What follows belongs to an exercise in optimizing a design on an open flow for small area; a production flow would make more cautious choices.
Function was checked by simulation only, so behaviour that the tests miss may differ from the original.
Power and IR drop assume default switching activity. The flow treats the clock pin as an ideal source, which a real chip does not have.

// qpu_exu
module qpu_exu (
  input  logic        clk,
  input  logic        i_reset,
  input  logic        i_valid,
  input  logic [31:0] i_instr,
  input  logic        i_trigger,
  input  logic [31:0] i_trigger_clk,
  output logic        o_ready,
  output logic        o_clk_ena,
  output logic [7:0]  o_event_valid,
  output logic [15:0] o_event_data
);
  logic        full;
  logic        accept;
  assign o_ready = ~full;
  assign accept  = i_valid & ~full;
  logic [3:0]  op;
  logic [15:0] imm;
  logic        is_addi, is_add, is_sub, is_lui, is_sett, is_sete, is_tpt;
  assign op  = {i_instr[31] | i_reset, i_instr[30:28]};
  assign imm = i_instr[15:0];
  assign is_addi = (op == qpu_pkg::OP_ADDI);
  assign is_add  = (op == qpu_pkg::OP_ADD);
  assign is_sub  = (op == qpu_pkg::OP_SUB);
  assign is_lui  = (op == qpu_pkg::OP_LUI);
  assign is_sett = (op == qpu_pkg::OP_SETT);
  assign is_sete = (op == qpu_pkg::OP_SETE);
  assign is_tpt  = (op == qpu_pkg::OP_TPT);
  logic [31:0] rf_q [1:15];
  logic [15:1] vld_q;
  logic        rf_wen;
  logic [3:0]  rd;
  logic [31:0] sum;
  logic [15:1] sel1, sel2;
  logic        rr;           
  logic [31:0] rs1, rs2;
  assign rf_wen = accept & (is_addi | is_add | is_sub | is_lui);
  assign rr     = is_add | is_sub;
  assign rd     = i_instr[27:24];
  always_ff @(posedge clk) begin
    for (int i = 1; i < 16; i++) begin
      if (rf_wen && rd == 4'(i)) rf_q[i] <= sum;
    end
  end
  always_ff @(posedge clk) begin
    for (int i = 1; i < 16; i++) begin
      if (i_reset) vld_q[i] <= 1'b0;
      else if (rf_wen && rd == 4'(i)) vld_q[i] <= 1'b1;
    end
  end
  always_comb begin
    for (int i = 1; i < 16; i++) begin
      sel1[i] = vld_q[i] && !is_lui && !i_reset && i_instr[23:20] == 4'(i);
      sel2[i] = vld_q[i] && rr && i_instr[19:16] == 4'(i);
    end
  end
  for (genvar b = 0; b < 32; b++) begin : g_rd
    logic [15:1] col;
    for (genvar i = 1; i < 16; i++) begin : g_col
      assign col[i] = rf_q[i][b];
    end
    qpu_exu_rdmux u_rd1 (.i_sel(sel1), .i_d(col), .o_q(rs1[b]));
    qpu_exu_rdmux u_rd2 (.i_sel(sel2), .i_d(col), .o_q(rs2[b]));
  end
  logic [31:0] a;
  logic [31:0] b;
  assign a = rs1;
  ...
export LEC_CHECK = 0
export CAP_MARGIN = 20
export CORE_MARGIN = 2
export CORE_UTILIZATION = 70
export SLEW_MARGIN = 20
export SYNTH_HIERARCHICAL = 1
export SYNTH_MINIMUM_KEEP_SIZE = 0
create_clock -name core_clock -period 7.0 [get_ports {clk}]
standard.sh (not shown) runs the stock make flow with config.mk's settings and CLKGATE_MAP_FILE= SYNTH_SCRIPT=/design/flow/synth_recipe.tcl, a recipe that flattens the netlist after the stock synthesis.
==> flow/flow/run.sh <==
#!/bin/bash
# Standard layout with three changes after synthesis:
#  - ports are buffered with buf_1 instead of the default delay-cell buffer;
#  - the buffer repair may not use the largest buffers (buf_8/12/16), so it
#    drives high-fanout nets with several small buffers instead;
#  - clock tree: clkbuf_8 buffers over clusters of at most 16 sinks within
#    60 um, and no dummy loads.
# Synthesis is the standard one, unchanged.
set -euo pipefail

bash standard.sh synth > synth.log 2>&1

PLAT_DU=$(make -s -C "$FLOW_HOME" DESIGN_CONFIG="$FLOW_CONFIG" WORK_HOME="$PWD/orfs" \
  print-DONT_USE_CELLS 2>/dev/null | sed -n 's/^DONT_USE_CELLS: //p')
[ -n "$PLAT_DU" ] || { echo "could not read DONT_USE_CELLS" >&2; exit 1; }
echo "platform dont-use: $PLAT_DU" > layout.log

bash standard.sh \
  "DONT_USE_CELLS=$PLAT_DU sky130_fd_sc_hd__buf_8 sky130_fd_sc_hd__buf_12 sky130_fd_sc_hd__buf_16" \
  "BUFFER_PORTS_ARGS=-buffer_cell sky130_fd_sc_hd__buf_1" \
  "CTS_ARGS=-sink_clustering_enable -repair_clock_nets -sink_clustering_size 16 -sink_clustering_max_diameter 60 -dont_use_dummy_load -buf_list sky130_fd_sc_hd__clkbuf_8" \
  finish >> layout.log 2>&1
Next try:
CORE_UTILIZATION = 75   (was 70)
Final cell count drops by 2.5%.
Count of clock-buffer cells in the layout drops by 1.
Routed wire length went up by 2.1%.
Combinational power came out higher by about 2%.
Power barely changes.
Die area is lower by 6.5%.
Setup slack gets better by 55 ps.
Design area is lower by about 0.4%.
Synthesized area does not change.
Global-route usage grows by 3.9 points.
Non-clock buffer count decreases by 11.

---

Setup of before:
The RTL this note starts from:
==> flow/design.v <==
package qpu_pkg;
  localparam int XLEN         = 32;
  localparam int RF_NUM       = 16;
  localparam int RFIDX_W      = 4;
  localparam int TIME_W       = 32;
  localparam int EVENT_NUM    = 8;
  localparam int EVENT_DATA_W = 16;
  localparam int TIQ_DEPTH    = 4;
  localparam int IMM_W        = 16;
  localparam logic [3:0] OP_ADDI = 4'h1;  
  localparam logic [3:0] OP_ADD  = 4'h2;
  localparam logic [3:0] OP_SUB  = 4'h3;
  localparam logic [3:0] OP_LUI  = 4'h4;  
  localparam logic [3:0] OP_SETT = 4'h5;  
  localparam logic [3:0] OP_SETE = 4'h6;  
  localparam logic [3:0] OP_TPT  = 4'h7;  
endpackage
`timescale 1ns/1ps
module qpu_exu_rdmux (
  input  logic [15:1] i_sel,
  input  logic [15:1] i_d,
  output logic        o_q
);
  assign o_q = |(i_sel & i_d);
endmodule
`timescale 1ns/1ps
module qpu_exu_mux4 (
  input  logic [3:0] i_sel,
  input  logic [3:0] i_d,
  output logic       o_q
);
  assign o_q = |(i_sel & i_d);
endmodule
`timescale 1ns/1ps
module qpu_exu (
  input  logic        clk,
  input  logic        i_reset,
  input  logic        i_valid,
  input  logic [31:0] i_instr,
  input  logic        i_trigger,
  input  logic [31:0] i_trigger_clk,
  output logic        o_ready,
  output logic        o_clk_ena,
  output logic [7:0]  o_event_valid,
  output logic [15:0] o_event_data
);
  logic        full;
  logic        accept;
  assign o_ready = ~full;
  assign accept  = i_valid & ~full;
  logic [3:0]  op;
  logic [15:0] imm;
  logic        is_addi, is_add, is_sub, is_lui, is_sett, is_sete, is_tpt;
  assign op  = {i_instr[31] | i_reset, i_instr[30:28]};
  assign imm = i_instr[15:0];
  assign is_addi = (op == qpu_pkg::OP_ADDI);
  assign is_add  = (op == qpu_pkg::OP_ADD);
  assign is_sub  = (op == qpu_pkg::OP_SUB);
  assign is_lui  = (op == qpu_pkg::OP_LUI);
  assign is_sett = (op == qpu_pkg::OP_SETT);
  assign is_sete = (op == qpu_pkg::OP_SETE);
  assign is_tpt  = (op == qpu_pkg::OP_TPT);
  logic [31:0] rf_q [1:15];
  logic [15:1] vld_q;
  logic        rf_wen;
  logic [3:0]  rd;
  logic [31:0] sum;
  logic [15:1] sel1, sel2;
  logic        rr;           
  logic [31:0] rs1, rs2;
  assign rf_wen = accept & (is_addi | is_add | is_sub | is_lui);
  assign rr     = is_add | is_sub;
  assign rd     = i_instr[27:24];
  always_ff @(posedge clk) begin
    for (int i = 1; i < 16; i++) begin
      if (rf_wen && rd == 4'(i)) rf_q[i] <= sum;
    end
  end
  always_ff @(posedge clk) begin
    for (int i = 1; i < 16; i++) begin
      if (i_reset) vld_q[i] <= 1'b0;
      else if (rf_wen && rd == 4'(i)) vld_q[i] <= 1'b1;
    end
  end
  always_comb begin
    for (int i = 1; i < 16; i++) begin
      sel1[i] = vld_q[i] && !is_lui && !i_reset && i_instr[23:20] == 4'(i);
      sel2[i] = vld_q[i] && rr && i_instr[19:16] == 4'(i);
    end
  end
  for (genvar b = 0; b < 32; b++) begin : g_rd
    logic [15:1] col;
    for (genvar i = 1; i < 16; i++) begin : g_col
      assign col[i] = rf_q[i][b];
    end
    qpu_exu_rdmux u_rd1 (.i_sel(sel1), .i_d(col), .o_q(rs1[b]));
    qpu_exu_rdmux u_rd2 (.i_sel(sel2), .i_d(col), .o_q(rs2[b]));
  end
  logic [31:0] a;
  logic [31:0] b;
  assign a = rs1;
  always_comb begin
    b[15:0]  = ({16{is_addi | is_sett}} & imm)
             | (rs2[15:0] ^ {16{is_sub}});
    b[31:16] = ({16{is_addi & imm[15]}})
             | ({16{is_lui}} & imm)
             | (rs2[31:16] ^ {16{is_sub}});
  end
  logic [31:0] p, g;
  logic [31:0] gg [6];
  logic [31:0] pp [6];
  logic [31:0] c;
  always_comb begin
    p = a ^ b;
    g = a & b;
    g[0] = g[0] | (p[0] & is_sub);
    gg[0] = g;
    pp[0] = p;
    for (int l = 1; l <= 5; l++) begin
      gg[l] = gg[l-1];
      pp[l] = pp[l-1];
      for (int i = 0; i < 32; i++) begin
        if ((i % (1 << l)) == (1 << l) - 1) begin
          gg[l][i] = gg[l-1][i] | (pp[l-1][i] & gg[l-1][i - (1 << (l-1))]);
          pp[l][i] = pp[l-1][i] & pp[l-1][i - (1 << (l-1))];
        end
      end
    end
    for (int l = 4; l >= 1; l--) begin
      for (int i = 0; i < 32; i++) begin
        if ((i % (1 << l)) == (1 << (l-1)) - 1 && i >= (1 << l)) begin
          gg[5][i] = gg[5][i] | (pp[5][i] & gg[5][i - (1 << (l-1))]);
          pp[5][i] = pp[5][i] & pp[5][i - (1 << (l-1))];
        end
      end
    end
    c = {gg[5][30:0], is_sub};
  end
  assign sum = p ^ c;
  logic        tset, eset, push;
  logic [31:0] tm_q [4];
  logic [7:0]  mk_q [4];
  logic [15:0] dt_q [4];
  logic [1:0]  tcur_q, ecur_q;    
  logic        tref_q, eref_q;    
  logic [1:0]  twr, ewr;
  logic [1:0]  tp_q [4];          
  logic [1:0]  ep_q [4];
  logic [1:0]  wptr_q, rptr_q, lptr;
  logic [2:0]  cnt_q;
  logic        clk_ena_q;
  logic        rel_q;
  logic        empty;
  logic        pop;
  assign tset = i_reset | (accept & is_sett);
  assign eset = i_reset | (accept & is_sete);
  assign push = accept & is_tpt;
  assign twr = tcur_q + {1'b0, tref_q};
  assign ewr = ecur_q + {1'b0, eref_q};
  always_ff @(posedge clk) begin
    if (tset) tm_q[twr] <= sum;
    if (eset) begin
      mk_q[ewr] <= imm[7:0] & {8{~i_reset}};
      dt_q[ewr] <= rs1[15:0];
    end
    if (push) begin
      tp_q[wptr_q] <= tcur_q;
      ep_q[wptr_q] <= ecur_q;
    end
    if (tset) tcur_q <= twr;
    if (eset) ecur_q <= ewr;
  end
  assign full  = cnt_q[2];
  assign empty = (cnt_q == 3'd0);
  logic [3:0]  hsel, lsel;
  logic [31:0] head;
  logic [7:0]  lmask;
  always_comb begin
    for (int j = 0; j < 4; j++) begin
      hsel[j] = (tp_q[rptr_q] == 2'(j));
      lsel[j] = (ep_q[lptr] == 2'(j));
    end
  end
  for (genvar k = 0; k < 32; k++) begin : g_head
    qpu_exu_mux4 u_mux (.i_sel(hsel), .i_d({tm_q[3][k], tm_q[2][k], tm_q[1][k], tm_q[0][k]}), .o_q(head[k]));
  end
  for (genvar k = 0; k < 8; k++) begin : g_mask
    qpu_exu_mux4 u_mux (.i_sel(lsel), .i_d({mk_q[3][k], mk_q[2][k], mk_q[1][k], mk_q[0][k]}), .o_q(lmask[k]));
  end
  for (genvar k = 0; k < 16; k++) begin : g_data
    qpu_exu_mux4 u_mux (.i_sel(lsel), .i_d({dt_q[3][k], dt_q[2][k], dt_q[1][k], dt_q[0][k]}), .o_q(o_event_data[k]));
  end
  assign pop   = clk_ena_q & ~empty & (i_trigger_clk >= head);
  always_ff @(posedge clk) begin
    if (i_reset) begin
      wptr_q    <= '0;
      rptr_q    <= '0;
      cnt_q     <= '0;
      clk_ena_q <= 1'b0;
      rel_q     <= 1'b0;
      tref_q    <= 1'b0;
      eref_q    <= 1'b0;
    end else begin
      if (push) wptr_q <= wptr_q + 2'd1;
      if (pop) rptr_q <= rptr_q + 2'd1;
      if (push & ~pop) cnt_q <= cnt_q + 3'd1;
      else if (pop & ~push) cnt_q <= cnt_q - 3'd1;
      clk_ena_q <= clk_ena_q | i_trigger;
      rel_q     <= pop;
      if (push) tref_q <= 1'b1;
      else if (tset) tref_q <= 1'b0;
      if (push) eref_q <= 1'b1;
      else if (eset) eref_q <= 1'b0;
    end
  end
  assign lptr          = rptr_q - 2'd1;
  assign o_clk_ena     = clk_ena_q;
  assign o_event_valid = {8{rel_q}} & lmask;
endmodule
==> flow/config.mk <==
export PLATFORM = sky130hd
export DESIGN_NAME = qpu_exu
export DESIGN_NICKNAME = qpu_exu
export VERILOG_FILES = /design/flow/design.v
export SDC_FILE = /design/flow/constraint.sdc
export NUM_CORES = 4
export LEC_CHECK = 0
export CAP_MARGIN = 20
export CORE_MARGIN = 2
export CORE_UTILIZATION = 75
export SLEW_MARGIN = 20
export SYNTH_HIERARCHICAL = 1
export SYNTH_MINIMUM_KEEP_SIZE = 0
==> flow/constraint.sdc <==
create_clock -name core_clock -period 7.0 [get_ports {clk}]
set_input_delay 1.4000 -clock core_clock [delete_from_list [all_inputs] [get_ports {clk}]]
set_output_delay 1.4000 -clock core_clock [all_outputs]
set_load 0.01 [all_outputs]
==> flow/flow/run.sh <==
#!/bin/bash
# Standard layout with three changes after synthesis:
#  - ports are buffered with buf_1 instead of the default delay-cell buffer;
#  - the buffer repair may not use the largest buffers (buf_8/12/16), so it
#    drives high-fanout nets with several small buffers instead;
#  - clock tree: clkbuf_16 buffers over clusters of at most 30 sinks within
#    90 um, and no dummy loads.
# Synthesis is the standard one, unchanged.
set -euo pipefail

bash standard.sh synth > synth.log 2>&1

PLAT_DU=$(make -s -C "$FLOW_HOME" DESIGN_CONFIG="$FLOW_CONFIG" WORK_HOME="$PWD/orfs" \
  print-DONT_USE_CELLS 2>/dev/null | sed -n 's/^DONT_USE_CELLS: //p')
[ -n "$PLAT_DU" ] || { echo "could not read DONT_USE_CELLS" >&2; exit 1; }
echo "platform dont-use: $PLAT_DU" > layout.log

bash standard.sh \
  "DONT_USE_CELLS=$PLAT_DU sky130_fd_sc_hd__buf_8 sky130_fd_sc_hd__buf_12 sky130_fd_sc_hd__buf_16" \
  "BUFFER_PORTS_ARGS=-buffer_cell sky130_fd_sc_hd__buf_1" \
  "CTS_ARGS=-sink_clustering_enable -repair_clock_nets -sink_clustering_size 30 -sink_clustering_max_diameter 90 -dont_use_dummy_load -buf_list sky130_fd_sc_hd__clkbuf_16" \
  finish >> layout.log 2>&1
What after does differently from before at the input level:
diff --git a/flow/flow/run.sh b/flow/flow/run.sh
--- a/flow/flow/run.sh
+++ b/flow/flow/run.sh
@@ -5,4 +5,4 @@
 #    drives high-fanout nets with several small buffers instead;
-#  - clock tree: clkbuf_16 buffers over clusters of at most 30 sinks within
-#    90 um, and no dummy loads.
+#  - clock tree: clkbuf_8 buffers over clusters of at most 16 sinks within
+#    60 um, and no dummy loads.
 # Synthesis is the standard one, unchanged.
@@ -20,3 +20,3 @@
   "BUFFER_PORTS_ARGS=-buffer_cell sky130_fd_sc_hd__buf_1" \
-  "CTS_ARGS=-sink_clustering_enable -repair_clock_nets -sink_clustering_size 30 -sink_clustering_max_diameter 90 -dont_use_dummy_load -buf_list sky130_fd_sc_hd__clkbuf_16" \
+  "CTS_ARGS=-sink_clustering_enable -repair_clock_nets -sink_clustering_size 16 -sink_clustering_max_diameter 60 -dont_use_dummy_load -buf_list sky130_fd_sc_hd__clkbuf_8" \
   finish >> layout.log 2>&1
Notes after the runs:
- Having completed the whole flow, after delivered a layout that passed the timing, DRC and antenna checks.
- after vs before: routed wire length up
- On overall power of the completed layout, after tracks before almost exactly.
- When after is set beside before, its first-pass GRT wire length turns out to be 1.1% larger.
- after vs before, worst setup path startpoint: i_reset vs i_instr[29]
- On final worst slack: between before and after, it ends up higher for after.

-- what the ideal ports hide --
The results above use ideal ports. As a check the final layouts listed here were re-extracted and re-timed, cells and wires unchanged. Step 1, drivers: a clkbuf_16 drives clk and a buf_2 each remaining input, both assumed. Step 2 times the ports against the registers' clock, not the clock port: input delays grow and output delays shrink by t, the midpoint of the rising clock arrivals with the driver on. a / b / c = ideal ports / drivers / drivers and shift; a / b = the first two.
run	shift t [ns]	setup slack, ns	worst register clock-pin slew, ns
the first run of note 1	0.738	0.296 / 0.331 / -0.407	0.11 / 0.11
the second run of note 1	0.753	0.351 / 0.379 / -0.374	0.11 / 0.11
before	0.677	0.434 / 0.447 / -0.230	0.12 / 0.12
after	0.730	0.610 / 0.640 / -0.090	0.10 / 0.10
With both steps, setup timing fails in every run listed, where it was met with ideal ports. The setup slack of the second run of note 1, which loses most, moves by +0.028 ns with the drivers and by -0.725 ns with both steps.
